What follows belongs to an exercise in optimizing a design on an open flow for small area; a production flow would make more cautious choices.
In this exercise RTL edits were held to simulation tests only and were not proved equivalent to the original.
Power is estimated from default activity; no workload was simulated.

## P
// filtro_fir_eq
module filtro_fir_eq #(
  parameter int TAPS = TAPS_DEF
) (
  input  logic                       clock,
  input  logic                       reset,
  input  logic signed [SAMPLE_W-1:0] sample_in,
  input  logic                       sample_valid,
  input  logic                       coef_we,
  input  logic [$clog2(TAPS)-1:0]    coef_addr,
  input  logic signed [COEF_W-1:0]   coef_data,
  output logic [SAMPLE_W-1:0]        dac_out_data,
  output logic                       dac_out_valid,
  input  logic                       dac_out_ready,
  output logic                       busy,
  output logic                       overrun,
  output logic                       coef_err
);
  localparam int NC = TAPS * COEF_W;     
  localparam int NS = TAPS * SAMPLE_W;   
  logic [NC-1:0]       r_cr;       
  logic [NS-1:0]       r_sr;       
  logic [COEF_W-1:0]   r_wb;       
  logic [3:0]          r_wa;       
  logic [7:0]          r_p;        
  logic [3:0]          r_m;        
  ...
Size in the first run: roughly 750 cells after synthesis, ~510 flip-flops, about 53 I/O pins, about 12000 um^2 of cells after synthesis.
clock: 10.0 ns
lec_check: 0
cap_margin: 20
core_margin: 2
core_utilization: 60
slew_margin: 20
standard.sh (not shown) runs the stock make flow with config.mk's settings and CLKGATE_MAP_FILE= SYNTH_SCRIPT=/design/flow/synth_recipe.tcl, a recipe that flattens the netlist after the stock synthesis.
==> flow/flow/run.sh <==
#!/bin/bash
# Standard ORFS flow (the standard.sh) with smaller port buffers and a
# clock tree without dummy loads. ORFS writes each step's log under orfs/logs.
set -e
bash standard.sh BUFFER_PORTS_ARGS="-inputs -outputs -buffer_cell sky130_fd_sc_hd__buf_1" \
  CTS_ARGS="-sink_clustering_enable -repair_clock_nets -buf_list sky130_fd_sc_hd__clkbuf_4 -sink_clustering_size 12 -sink_clustering_max_diameter 30 -dont_use_dummy_load" \
  finish > standard.log 2>&1
--- input diff P..Q ---
==> flow/flow/run.sh <==
#!/bin/bash
# Standard ORFS flow (the standard.sh) with smaller port buffers and a
# clock tree without dummy loads. ORFS writes each step's log under orfs/logs.
set -e
bash standard.sh BUFFER_PORTS_ARGS="-inputs -outputs -buffer_cell sky130_fd_sc_hd__buf_1" \
  CTS_ARGS="-sink_clustering_enable -repair_clock_nets -buf_list sky130_fd_sc_hd__clkbuf_16 -sink_clustering_size 32 -sink_clustering_max_diameter 45 -dont_use_dummy_load" \
  finish > standard.log 2>&1
--- outcome ---
- As of Q, design internal power had risen by more than 10% compared to P.
- Pin count of the biggest net entering global routing ends up higher on Q.
- Diff P..Q | first-pass GRT wire length | negligible
- Q against P: number of global-route vias before repair shows a reduction of 1.4%; worst hold slack shows an increase of 0.024 ns.
- Going from P to Q, the share of total power in the clock network was found to have gone up by 9.1 points.
- Per the comparison of Q with P, count of fill cells added during filler insertion moved down; clock buffer and inverter area fraction after layout increased by 3.3 points relative to the old numbers.
- Diff P -> Q | number of DRC violations after detailed-routing iteration 0 | decrease of 6
- Sort P and Q by slew of the pin with the lowest slew margin, descending, and Q comes first.
Edits applied to the flow inputs when going from Q to R:
- changing CORE_UTILIZATION from 60 to 85
==> flow/flow/run.sh <==
#!/bin/bash
# Standard ORFS flow (the standard.sh) with smaller port buffers and a
# clock tree without dummy loads. ORFS writes each step's log under orfs/logs.
set -e
bash standard.sh BUFFER_PORTS_ARGS="-inputs -outputs -buffer_cell sky130_fd_sc_hd__buf_1" \
  CTS_ARGS="-sink_clustering_enable -repair_clock_nets -buf_list sky130_fd_sc_hd__clkbuf_4 -sink_clustering_size 12 -sink_clustering_max_diameter 40 -dont_use_dummy_load" \
  finish > standard.log 2>&1
==> summary.txt <==
- Post-cts resize count came out exactly the same in R and Q.
- R never completed, since it errored out during clock tree synthesis (4_1_cts).
- Compared with Q, in R worst-case setup slack after placement lost 0.37 ns, instance count after placement with tap cells included went down, starting density of the core moved up, standard cell area after detailed placement now sits lower, fraction of the mapped netlist area in adder cells about even.
- As far as number of library cell types mapped by synthesis goes, R and Q are indistinguishable; the numbers are identical.
What S does differently from R at the input level:
- a change of CORE_UTILIZATION from 85 to 60
==> flow/flow/run.sh <==
#!/bin/bash
# Standard ORFS flow (the standard.sh) with smaller port buffers and a
# clock tree without dummy loads. ORFS writes each step's log under orfs/logs.
set -e
bash standard.sh BUFFER_PORTS_ARGS="-inputs -outputs -buffer_cell sky130_fd_sc_hd__buf_1" \
  CTS_ARGS="-sink_clustering_enable -repair_clock_nets -buf_list sky130_fd_sc_hd__clkbuf_2 -sink_clustering_size 7 -sink_clustering_max_diameter 30 -dont_use_dummy_load" \
  finish > standard.log 2>&1
--- outcome ---
R did not make it past clock tree synthesis (4_1_cts), where a tool error ended it.
No stage failed in S, and the final checks on the layout all came back clean.
As far as share of synthesized flip-flops with an asynchronous set or reset goes, S and R are indistinguishable; the numbers are identical.
Delta (S minus R): CTS buffer count now sits higher; number of distinct library cell variants in the gate-level netlist after synthesis comparable.
Diff R..S | number of top-level design ports | unchanged
Post-CTS repair timing setup buffer count: S vs R identical
Per the comparison of S with R, post-synthesis area per instance neither gained nor lost much; horizontal die dimension now sits higher; synthesis-stage register bit count stayed essentially flat; die height picked up an extra 18%; pre-CTS worst setup slack increased 0.37 ns.

port drivers added, routing unchanged:
The results above use ideal ports. As a check the final layouts listed here were re-extracted and re-timed, cells and wires unchanged.
Step 1 sets driving cells, clkbuf_16 on the clock port and buf_2 on the other inputs (assumed; they add their load-dependent delay and slew).
Step 2, shift: input delay + t, output delay - t, t = (earliest + latest rising clock arrival at the registers) / 2. This alone moves slack from input paths to output paths.
Slacks: no drivers / after step 1 / after step 2; pairs: no drivers / after step 1.
run	shift t [ns]	slack for setup (ns)	hold WS [ns]	latest minus earliest clock arrival (ns)	worst register clock-pin slew, ns
P	0.679	1.398 / 1.398 / 1.398	0.265 / 0.265 / 0.265	0.109 / 0.109	0.11 / 0.11
Q	0.539	1.282 / 1.282 / 1.282	0.289 / 0.289 / 0.289	0.055 / 0.055	0.10 / 0.10
S	0.796	1.276 / 1.276 / 1.276	0.239 / 0.239 / 0.239	0.153 / 0.153	0.12 / 0.12
After both steps setup and hold are still met in every run listed.
